Context: an optimization exercise on an open-source flow, tuned for small area, a short achievable clock period and few clock cycles per item. The choices shown serve that exercise and are no tape-out recipe. At most, simulation tests tie the RTL to the original design; equivalence was not proved.

==> flow/design.v <==
module q16_fixed_point_alu_top
(
	input  logic        clk,
	input  logic        arst_n,
	input  logic        s_tvalid,
	output logic        s_tready,
	input  logic [71:0] s_tdata,
	output logic        m_tvalid,
	input  logic        m_tready,
	output logic [39:0] m_tdata
);
	localparam logic [2:0] S_EMPTY = 3'd0;
	localparam logic [2:0] S_ABSF  = 3'd1;  
	localparam logic [2:0] S_CONVF = 3'd2;  
	localparam logic [2:0] S_ITER  = 3'd3;  
	localparam logic [2:0] S_MDF   = 3'd4;  
	function automatic logic [5:0] lzc32(input logic [31:0] x);
		logic [5:0] n;
		n = 6'd32;
		for (int i = 0; i < 32; i++)
			if (x[i]) n = 6'(31 - i);
		lzc32 = n;
	endfunction
	function automatic logic amo32(input logic [31:0] x);
		logic [31:0] z;  
		logic [31:0] o;  
		logic [31:0] z2, o2;
		z = ~x;
		o = 32'hffffffff;
		for (int l = 0; l < 5; l++) begin
			for (int i = 0; i < 32; i++) begin
				if ((i % (2 << l)) == 0) begin
					z2[i] = z[i] & z[i + (1 << l)];
					o2[i] = (o[i] & z[i + (1 << l)]) | (z[i] & o[i + (1 << l)]);
				end else begin
					z2[i] = 1'b0;
					o2[i] = 1'b0;
				end
			end
			z = z2;
			o = o2;
		end
		amo32 = o[0];
	endfunction
	logic        i_v;
	logic [65:0] i_d;
	logic        rdy_q;
	always_ff @(posedge clk) begin
		if (rdy_q) i_d <= s_tdata[65:0];
	end
	logic        a_v;
	logic [1:0]  a_op;
	logic [31:0] a_x;     
	logic [31:0] a_y;     
	logic        a_swap;  
	logic [5:0]  a_ush;   
	logic        a_neg;
	logic        a_dz;
	logic        a_p2;    
	logic        a_big;
	logic [1:0]  in_op;
	logic [31:0] in_a, in_b;
	assign in_op = i_d[1:0];
	assign in_a = i_d[33:2];
	assign in_b = i_d[65:34];
	logic [31:0] ma, mb;
	logic [4:0]  ca, cb;        
	logic [5:0]  zb;            
	logic [5:0]  za_lo, zb_lo;  
	logic [7:0]  ushd;          
	logic [5:0]  ush_div, ush_mul;
	logic        swap;
	logic [5:0]  zmax;
	logic [8:0]  uconv;
	assign ma = in_a[31] ? 32'(-in_a) : in_a;
	assign mb = in_b[31] ? 32'(-in_b) : in_b;
	assign ca = 5'(lzc32({in_a[31:1] ^ in_a[30:0], 1'b1}));
	assign cb = 5'(lzc32({in_b[31:1] ^ in_b[30:0], 1'b1}));
	assign zb = {1'b0, cb} + 6'd1;
	assign za_lo = lzc32(in_a[31] ? {in_a[31:1] ^ in_a[30:0], 1'b1} : {1'b0, in_a[31:1] ^ in_a[30:0]});
	assign zb_lo = lzc32(in_b[31] ? {in_b[31:1] ^ in_b[30:0], 1'b1} : {1'b0, in_b[31:1] ^ in_b[30:0]});
	assign ushd = {3'd0, ca} + {3'd0, ~cb} - {7'd0, in_a[31]};
	assign ush_div = (ushd[6:1] >= 6'd23) ? 6'd46 : {ushd[5:1], 1'b0};
	assign swap = za_lo > zb_lo;
	assign zmax = swap ? za_lo : zb_lo;
	assign ush_mul = (zmax >= 6'd30) ? 6'd30 : {zmax[5:1], 1'b0};
	logic       p2;
	logic [5:0] ush_p2;
	assign p2 = in_b[31] ? amo32({in_b[31:1] ^ in_b[30:0], 1'b0}) : amo32(in_b);
	assign ush_p2 = {1'b0, cb} + 6'd2 - {5'd0, in_b[31]};
	assign uconv = {1'b0, in_a[30:23]} - 9'd102;
	logic i2a;
	always_ff @(posedge clk) begin
		if (i2a) begin
			a_op <= in_op;
			a_y <= mb;
			a_swap <= swap;
			a_dz <= (in_b[30:0] == 31'd0);
			a_p2 <= p2;
			a_big <= (in_a[30:23] > 8'd142);
			case (in_op)
				2'd0: begin
					a_x <= ma;
					a_ush <= ush_mul;
					a_neg <= in_a[31] ^ in_b[31];
				end
				2'd1: begin
					a_x <= ma;
					a_ush <= p2 ? ush_p2 : ush_div;
					a_neg <= in_a[31] ^ in_b[31];
				end
				2'd2: begin
					a_x <= {8'd0, 1'b1, in_a[22:0]};
					a_ush <= uconv[8] ? 6'd0 : uconv[5:0];
					a_neg <= in_a[31];
				end
				default: begin
					a_x <= ma;
					a_ush <= 6'd32;
					a_neg <= 1'b0;
				end
			endcase
		end
	end
	logic [2:0]  st;
	logic        is_div;
	logic        neg;
	logic        dz;
	logic        p2q;   
	logic        big;
	logic [4:0]  cnt;   
	logic [31:0] R;    
	logic [47:0] NQ;   
	logic [31:0] D;    
	logic [32:0] T3;   
	logic [33:0] Y;    
	logic [1:0]  cq;   
	logic [1:0]  ocnt;  
	logic        out_v;
	logic [33:0] out_q;   
	logic [33:0] out_q1;  
	logic fin, push, pop, acc, xfer, dlast;
	assign fin  = (st == S_ABSF) || (st == S_CONVF) || (st == S_MDF);
	assign dlast = (st == S_ITER) && is_div && !neg && (cnt == 5'd23);
	assign push = (fin || dlast) && !ocnt[1];
	assign pop  = out_v && m_tready;
	assign acc  = rdy_q && s_tvalid;
	assign xfer = a_v && ((st == S_EMPTY) || push);
	assign i2a  = i_v && (!a_v || xfer);
	assign s_tready = rdy_q;
	assign m_tvalid = out_v;
	assign m_tdata  = {6'd0, out_q};
	logic [95:0] shf;
	logic [32:0] t3new;
	logic [31:0] shx, dnew;
	logic        mulsw;
	assign mulsw = (a_op == 2'd0) && !a_swap;
	assign shx  = mulsw ? a_y : a_x;
	assign dnew = mulsw ? a_x : a_y;
	logic [33:0] ynew;
	logic        xdiv;
	assign xdiv = (a_op == 2'd1);
	assign shf  = {48'd0, shx, 16'd0} << a_ush;
	assign t3new = {1'b0, dnew} + {dnew, 1'b0};
	always_comb begin
		if (xdiv) begin
			ynew = ~{1'b0, t3new};
		end else begin
			case (shf[47:46])
				2'd0: ynew = 34'd0;
				2'd1: ynew = {2'b00, dnew};
				2'd2: ynew = {1'b0, dnew, 1'b0};
				default: ynew = {1'b0, t3new};
			endcase
		end
	end
	logic [32:0] T;
	logic [33:0] d1, d2, d3;
	logic [33:0] ax;
	logic [31:0] R_it;
	logic [47:0] NQ_it;
	logic [33:0] Y_it;
	assign T = {R[30:0], NQ[47:46]};
	assign d1 = {1'b0, T} - {2'b00, D};
	assign d2 = {1'b0, T} - {1'b0, D, 1'b0};
	assign ax = {1'b0, is_div & R[30], R[29:0], is_div ? NQ[47:46] : 2'b00};
	assign d3 = ax + Y + {33'd0, is_div};
	always_comb begin
		case (NQ[45:44])
			2'd0: Y_it = 34'd0;
			2'd1: Y_it = {2'b00, D};
			2'd2: Y_it = {1'b0, D, 1'b0};
			default: Y_it = {1'b0, T3};
		endcase
	end
	logic take3;
	logic [1:0] q;
	assign take3 = !is_div || !d3[33];
	always_comb begin
		if (take3) begin
			R_it = d3[31:0];
			q = 2'd3;
		end else if (!d2[33]) begin
			R_it = d2[31:0];
			q = 2'd2;
		end else if (!d1[33]) begin
			R_it = d1[31:0];
			q = 2'd1;
		end else begin
			R_it = T[31:0];
			q = 2'd0;
		end
	end
	assign NQ_it = {NQ[45:0] + {44'd0, cq}, is_div ? q : R[31:30]};
	logic [33:0] dres;
	assign dres = {1'b0, (NQ[45:29] != 17'd0), NQ[29:0], q};
	logic [31:0] hi;
	logic [47:0] qd;
	assign qd = p2q ? {R, NQ[47:32]} : NQ;
	logic [31:0] M;
	logic        inc;
	logic        ovf;
	logic        ngt;
	logic [31:0] res;
	logic [33:0] result;
	assign hi = NQ_it[33:2];  
	always_comb begin
		M = R;
		inc = 1'b1;
		ovf = 1'b0;
		ngt = neg;
		case (st)
			S_ABSF: begin
				ovf = (R == 32'h80000000);
				ngt = 1'b0;
			end
			S_CONVF: begin
				ovf = big || (neg ? (R > 32'h80000000) : R[31]);
			end
			default: begin
				if (is_div) begin
					M = qd[31:0];
					ovf = neg ? ((qd[47:31] != 17'd0) && (qd[47:0] != 48'h80000000)) : (qd[47:31] != 17'd0);
				end else begin
					M = {hi[15:0], R[31:16]};
					inc = (R[15:0] == 16'd0);
					ovf = neg ? ((hi[31:16] != 16'd0) || (hi[15] && ((hi[14:0] != 15'd0) || (R != 32'd0))))
					          : (hi[31:15] != 17'd0);
				end
			end
		endcase
	end
	always_comb begin
		res = ngt ? 32'(~M + {31'd0, inc}) : M;
		if (st == S_CONVF && ovf) res = neg ? 32'h80000000 : 32'h7fffffff;
		result = {1'b0, ovf, res};
		if (st == S_MDF && dz) result = {1'b1, 1'b0, 32'd0};
		if (st == S_ITER) result = dres;
	end
	logic [2:0] st_nx;
	logic       a_v_nx, i_v_nx;
	logic [1:0] ocnt_nx;
	always_comb begin
		if (xfer) begin
			case (a_op)
				2'd3: st_nx = S_ABSF;
				2'd2: st_nx = S_CONVF;
				2'd1: st_nx = (a_dz || a_p2) ? S_MDF : S_ITER;
				default: st_nx = S_ITER;
			endcase
		end else if (st == S_EMPTY || push) begin
			st_nx = S_EMPTY;
		end else if (st == S_ITER) begin
			st_nx = (cnt == 5'd23) ? S_MDF : S_ITER;
		end else begin
			st_nx = st;
		end
	end
	assign i_v_nx = acc || (i_v && !i2a);
	assign a_v_nx = i2a || (a_v && !xfer);
	assign ocnt_nx = 2'(ocnt + {1'b0, push} - {1'b0, pop});
	always_ff @(posedge clk or negedge arst_n) begin
		if (!arst_n) begin
			st <= S_EMPTY;
			a_v <= 1'b0;
			i_v <= 1'b0;
			out_v <= 1'b0;
			ocnt <= 2'd0;
			rdy_q <= 1'b1;
		end else begin
			st <= st_nx;
			a_v <= a_v_nx;
			i_v <= i_v_nx;
			out_v <= (ocnt_nx != 2'd0);
			ocnt <= ocnt_nx;
			rdy_q <= !i_v_nx || !a_v_nx || (st_nx == S_EMPTY) ||
			         (((st_nx == S_ABSF) || (st_nx == S_CONVF) || (st_nx == S_MDF)) && !ocnt_nx[1]);
		end
	end
	always_ff @(posedge clk) begin
		if (pop ? (ocnt == 2'd2) : 1'b0) out_q <= out_q1;
		else if (push && (pop ? (ocnt == 2'd1) : (ocnt == 2'd0))) out_q <= result;
		if (push && (pop ? (ocnt == 2'd2) : (ocnt == 2'd1))) out_q1 <= result;
		if (xfer) begin
			R <= shf[79:48];
			NQ <= shf[47:0];
			D <= dnew;
			T3 <= t3new;
			Y <= ynew;
			cq <= 2'd0;
			cnt <= a_ush[5:1] + (xdiv ? 5'd0 : 5'd8);
			is_div <= xdiv;
			neg <= a_neg;
			dz <= xdiv && a_dz;
			p2q <= a_p2;
			big <= a_big;
		end else if (st == S_ITER) begin
			R <= R_it;
			NQ <= NQ_it;
			if (!is_div) begin
				Y <= Y_it;
				cq <= d3[33:32];
			end
			cnt <= cnt + 5'd1;
		end
	end
endmodule
export LEC_CHECK = 0
export CAP_MARGIN = 20
export CORE_MARGIN = 2
export CORE_UTILIZATION = 50
export SLEW_MARGIN = 20
export TNS_END_PERCENT = 10
create_clock -name core_clock -period 12.0 [get_ports {clk}]
standard.sh (not shown) runs the stock make flow with config.mk's settings and CLKGATE_MAP_FILE= SYNTH_SCRIPT=/design/flow/synth_recipe.tcl, a recipe that flattens the netlist after the stock synthesis.
==> flow/flow/run.sh <==
#!/bin/bash
# The standard layout (standard.sh: ORFS synthesis through finish, unchanged scripts,
# the design's SDC and clock period), with the resizer's setup repair asked to leave
# more slack than the default so that it works on every path that sets the period.
set -euo pipefail
bash standard.sh SETUP_SLACK_MARGIN=7.5 finish > standard_flow.log 2>&1
Testbench counts at the start, summed over its fixed seeds: cycles 72,406, items 16,000.
==> next run, changes <==
--- a/flow/design.v
+++ b/flow/design.v
@@ -162,5 +162,8 @@
 	assign xdiv = (a_op == 2'd1);
 	assign shf  = {48'd0, shx, 16'd0} << a_ush;
-	assign t3new = {1'b0, dnew} + {dnew, 1'b0};
+	logic [32:0] t3x, t3y;
+	assign t3x = {1'b0, a_x} + {a_x, 1'b0};
+	assign t3y = {1'b0, a_y} + {a_y, 1'b0};
+	assign t3new = mulsw ? t3x : t3y;
 	always_comb begin
 		if (xdiv) begin
Result:
- The changed run completed with no timing, DRC or antenna violations
- hold slack got worse by 6.8 ps
- critical path depth is unchanged
- sequential share of layout area drops by 1.6 points
- worst setup slack is worse by 120 ps
- synthesized area goes up by 6.2%
- utilization is lower by 0.61 points
- global-route usage is lower by 0.68 points
- design area increases by 5.2%
- synthesized cell count rises by 8.9%
The RTL of the second run of this note was laid out without a check of its function.

RTL: the design.v shown in full above, as it stands there.
Settings: LEC_CHECK=0, CAP_MARGIN=20, CORE_MARGIN=2, CORE_UTILIZATION=50, SLEW_MARGIN=20, TNS_END_PERCENT=10; clock period 12.0 ns.
==> flow/flow/run.sh <==
#!/bin/bash
# The standard layout (standard.sh: ORFS synthesis through finish, unchanged scripts,
# the design's SDC and clock period), with the resizer's setup repair asked to leave
# more slack than the default so that it works on every path that sets the period.
set -euo pipefail
bash standard.sh SETUP_SLACK_MARGIN=8 finish > standard_flow.log 2>&1
Testbench counts at the start, summed over its fixed seeds: cycles 72,406, items 16,000.
==> next run, changes <==
--- a/flow/design.v
+++ b/flow/design.v
@@ -74,16 +74,16 @@
 	logic [8:0]  uconv;
 	assign ma = in_a[31] ? 32'(-in_a) : in_a;
 	assign mb = in_b[31] ? 32'(-in_b) : in_b;
 	assign ca = 5'(lzc32({in_a[31:1] ^ in_a[30:0], 1'b1}));
 	assign cb = 5'(lzc32({in_b[31:1] ^ in_b[30:0], 1'b1}));
 	assign zb = {1'b0, cb} + 6'd1;
-	assign za_lo = lzc32(in_a[31] ? {in_a[31:1] ^ in_a[30:0], 1'b1} : {1'b0, in_a[31:1] ^ in_a[30:0]});
-	assign zb_lo = lzc32(in_b[31] ? {in_b[31:1] ^ in_b[30:0], 1'b1} : {1'b0, in_b[31:1] ^ in_b[30:0]});
-	assign ushd = {3'd0, ca} + {3'd0, ~cb} - {7'd0, in_a[31]};
-	assign ush_div = (ushd[6:1] >= 6'd23) ? 6'd46 : {ushd[5:1], 1'b0};
+	assign za_lo = {1'b0, ca} + {5'd0, !in_a[31]};
+	assign zb_lo = {1'b0, cb} + {5'd0, !in_b[31]};
+	assign ushd = 8'd31 + {2'd0, za_lo} - {2'd0, zb};
+	assign ush_div = ushd[7] ? 6'd0 : (ushd >= 8'd46) ? 6'd46 : {ushd[5:1], 1'b0};
 	assign swap = za_lo > zb_lo;
 	assign zmax = swap ? za_lo : zb_lo;
 	assign ush_mul = (zmax >= 6'd30) ? 6'd30 : {zmax[5:1], 1'b0};
 	logic       p2;
 	logic [5:0] ush_p2;
 	assign p2 = in_b[31] ? amo32({in_b[31:1] ^ in_b[30:0], 1'b0}) : amo32(in_b);
Result:
- core utilization goes up by 1.3 points
- via count goes down by 2.2%
- synthesized area goes down by 1.7%
- maximum frequency goes down by about 4%
- sequential cell count is unchanged
- count of clock-buffer cells in the layout goes down by 10
- routed wire length goes down by about 1.2%
- first-iteration DRC count goes down by about 4.4%
Testbench counts after the change, summed over its fixed seeds: cycles 72,406, items 16,000.

q16_fixed_point_alu_top with an RTL version that a note above also has.
For scale: roughly 120 I/O pins, about 0.034 mm^2 of cells after synthesis.
==> flow/config.mk <==
export PLATFORM = sky130hd
export DESIGN_NAME = q16_fixed_point_alu_top
export DESIGN_NICKNAME = q16_fixed_point_alu_top
export VERILOG_FILES = /design/flow/design.v
export SDC_FILE = /design/flow/constraint.sdc
export NUM_CORES = 4
export LEC_CHECK = 0
export CAP_MARGIN = 20
export CORE_MARGIN = 2
export CORE_UTILIZATION = 50
export SLEW_MARGIN = 20
==> flow/constraint.sdc <==
create_clock -name core_clock -period 12.0 [get_ports {clk}]
set_input_delay 2.4000 -clock core_clock [delete_from_list [all_inputs] [get_ports {clk}]]
set_output_delay 2.4000 -clock core_clock [all_outputs]
set_load 0.01 [all_outputs]
Scripts as last shown in full above: flow/flow/run.sh
Testbench counts at the start, summed over its fixed seeds: cycles 72,406, items 16,000.
Next try:
--- a/flow/design.v
+++ b/flow/design.v
@@ -45,21 +45,20 @@
 	logic        i_v;
 	logic [65:0] i_d;
 	logic        rdy_q;
 	always_ff @(posedge clk) begin
 		if (rdy_q) i_d <= s_tdata[65:0];
 	end
 	logic        a_v;
 	logic [1:0]  a_op;
 	logic [31:0] a_x;     
 	logic [31:0] a_y;     
-	logic        a_swap;  
 	logic [5:0]  a_ush;   
 	logic        a_neg;
 	logic        a_dz;
 	logic        a_p2;    
 	logic        a_big;
 	logic [1:0]  in_op;
 	logic [31:0] in_a, in_b;
 	assign in_op = i_d[1:0];
 	assign in_a = i_d[33:2];
 	assign in_b = i_d[65:34];
@@ -86,28 +85,27 @@
 	assign ush_mul = (zmax >= 6'd30) ? 6'd30 : {zmax[5:1], 1'b0};
 	logic       p2;
 	logic [5:0] ush_p2;
 	assign p2 = in_b[31] ? amo32({in_b[31:1] ^ in_b[30:0], 1'b0}) : amo32(in_b);
 	assign ush_p2 = {1'b0, cb} + 6'd2 - {5'd0, in_b[31]};
 	assign uconv = {1'b0, in_a[30:23]} - 9'd102;
 	logic i2a;
 	always_ff @(posedge clk) begin
 		if (i2a) begin
 			a_op <= in_op;
-			a_y <= mb;
-			a_swap <= swap;
+			a_y <= (in_op == 2'd0 && !swap) ? ma : mb;
 			a_dz <= (in_b[30:0] == 31'd0);
 			a_p2 <= p2;
 			a_big <= (in_a[30:23] > 8'd142);
 			case (in_op)
 				2'd0: begin
-					a_x <= ma;
+					a_x <= swap ? ma : mb;
 					a_ush <= ush_mul;
 					a_neg <= in_a[31] ^ in_b[31];
 				end
 				2'd1: begin
 					a_x <= ma;
 					a_ush <= p2 ? ush_p2 : ush_div;
 					a_neg <= in_a[31] ^ in_b[31];
 				end
 				2'd2: begin
 					a_x <= {8'd0, 1'b1, in_a[22:0]};
@@ -145,38 +143,33 @@
 	assign push = (fin || dlast) && !ocnt[1];
 	assign pop  = out_v && m_tready;
 	assign acc  = rdy_q && s_tvalid;
 	assign xfer = a_v && ((st == S_EMPTY) || push);
 	assign i2a  = i_v && (!a_v || xfer);
 	assign s_tready = rdy_q;
 	assign m_tvalid = out_v;
 	assign m_tdata  = {6'd0, out_q};
 	logic [95:0] shf;
 	logic [32:0] t3new;
-	logic [31:0] shx, dnew;
-	logic        mulsw;
-	assign mulsw = (a_op == 2'd0) && !a_swap;
-	assign shx  = mulsw ? a_y : a_x;
-	assign dnew = mulsw ? a_x : a_y;
 	logic [33:0] ynew;
 	logic        xdiv;
 	assign xdiv = (a_op == 2'd1);
-	assign shf  = {48'd0, shx, 16'd0} << a_ush;
-	assign t3new = {1'b0, dnew} + {dnew, 1'b0};
+	assign shf  = {48'd0, a_x, 16'd0} << a_ush;
+	assign t3new = {1'b0, a_y} + {a_y, 1'b0};
 	always_comb begin
 		if (xdiv) begin
 			ynew = ~{1'b0, t3new};
 		end else begin
 			case (shf[47:46])
 				2'd0: ynew = 34'd0;
-				2'd1: ynew = {2'b00, dnew};
-				2'd2: ynew = {1'b0, dnew, 1'b0};
+				2'd1: ynew = {2'b00, a_y};
+				2'd2: ynew = {1'b0, a_y, 1'b0};
 				default: ynew = {1'b0, t3new};
 			endcase
 		end
 	end
 	logic [32:0] T;
 	logic [33:0] d1, d2, d3;
 	logic [33:0] ax;
 	logic [31:0] R_it;
 	logic [47:0] NQ_it;
 	logic [33:0] Y_it;
@@ -297,21 +290,21 @@
 			         (((st_nx == S_ABSF) || (st_nx == S_CONVF) || (st_nx == S_MDF)) && !ocnt_nx[1]);
 		end
 	end
 	always_ff @(posedge clk) begin
 		if (pop ? (ocnt == 2'd2) : 1'b0) out_q <= out_q1;
 		else if (push && (pop ? (ocnt == 2'd1) : (ocnt == 2'd0))) out_q <= result;
 		if (push && (pop ? (ocnt == 2'd2) : (ocnt == 2'd1))) out_q1 <= result;
 		if (xfer) begin
 			R <= shf[79:48];
 			NQ <= shf[47:0];
-			D <= dnew;
+			D <= a_y;
 			T3 <= t3new;
 			Y <= ynew;
 			cq <= 2'd0;
 			cnt <= a_ush[5:1] + (xdiv ? 5'd0 : 5'd8);
 			is_div <= xdiv;
 			neg <= a_neg;
 			dz <= xdiv && a_dz;
 			p2q <= a_p2;
 			big <= a_big;
 		end else if (st == S_ITER) begin
Result: Clock skew grows by 0.016 ns. Wire length is about the same. Via count rises by 1.5%. Sequential share of layout area rises by 0.86 points. Utilization drops by 3.0 points. Synthesized area came out higher by 1.3%. Register-to-register slack got worse by 0.23 ns. Final cell count went up by 1.6%. Final area went down by 3.1%. Synthesized cell count increases by 4.7%.
Testbench counts after the change, summed over its fixed seeds: cycles 72,406, items 16,000.

what the ideal ports hide:
No port has a modelled driver above. Below, the same layouts with a new extraction and two added sets of constraints.
Step 1 assumes that a clkbuf_16 drives the clock port and a buf_2 every other input.
Step 2 moves the port delays by t, midway between the first and last clock arrival at a register: inputs arrive t later, outputs are due t later. That takes back most of the time a late clock gives input paths.
Slacks: ideal ports / drivers / drivers and shift; pairs: ideal ports / drivers.
| run | shift t [ns] | setup WS [ns] | worst hold slack (ns) | worst register clock-pin slew, ns | pins driven straight from the clock port |
|---|---|---|---|---|---|
| the first run of note 1 | 0.660 | 7.439 / 7.439 / 7.439 | 0.421 / 0.421 / 0.421 | 0.06 / 0.06 | 1 |
| the second run of note 1 | 0.666 | 7.320 / 7.320 / 7.320 | 0.414 / 0.414 / 0.414 | 0.06 / 0.06 | 1 |
| the first run of note 2 | 0.665 | 7.510 / 7.510 / 7.510 | 0.424 / 0.424 / 0.424 | 0.06 / 0.06 | 1 |
| the second run of note 2 | 0.667 | 7.321 / 7.321 / 7.321 | 0.417 / 0.417 / 0.417 | 0.07 / 0.07 | 1 |
| the first run of note 3 | 0.666 | 7.260 / 7.260 / 7.260 | 0.442 / 0.442 / 0.442 | 0.07 / 0.07 | 1 |
| the second run of note 3 | 0.653 | 7.033 / 7.033 / 7.033 | 0.419 / 0.419 / 0.419 | 0.06 / 0.06 | 1 |
After both steps setup and hold are still met in every run listed.
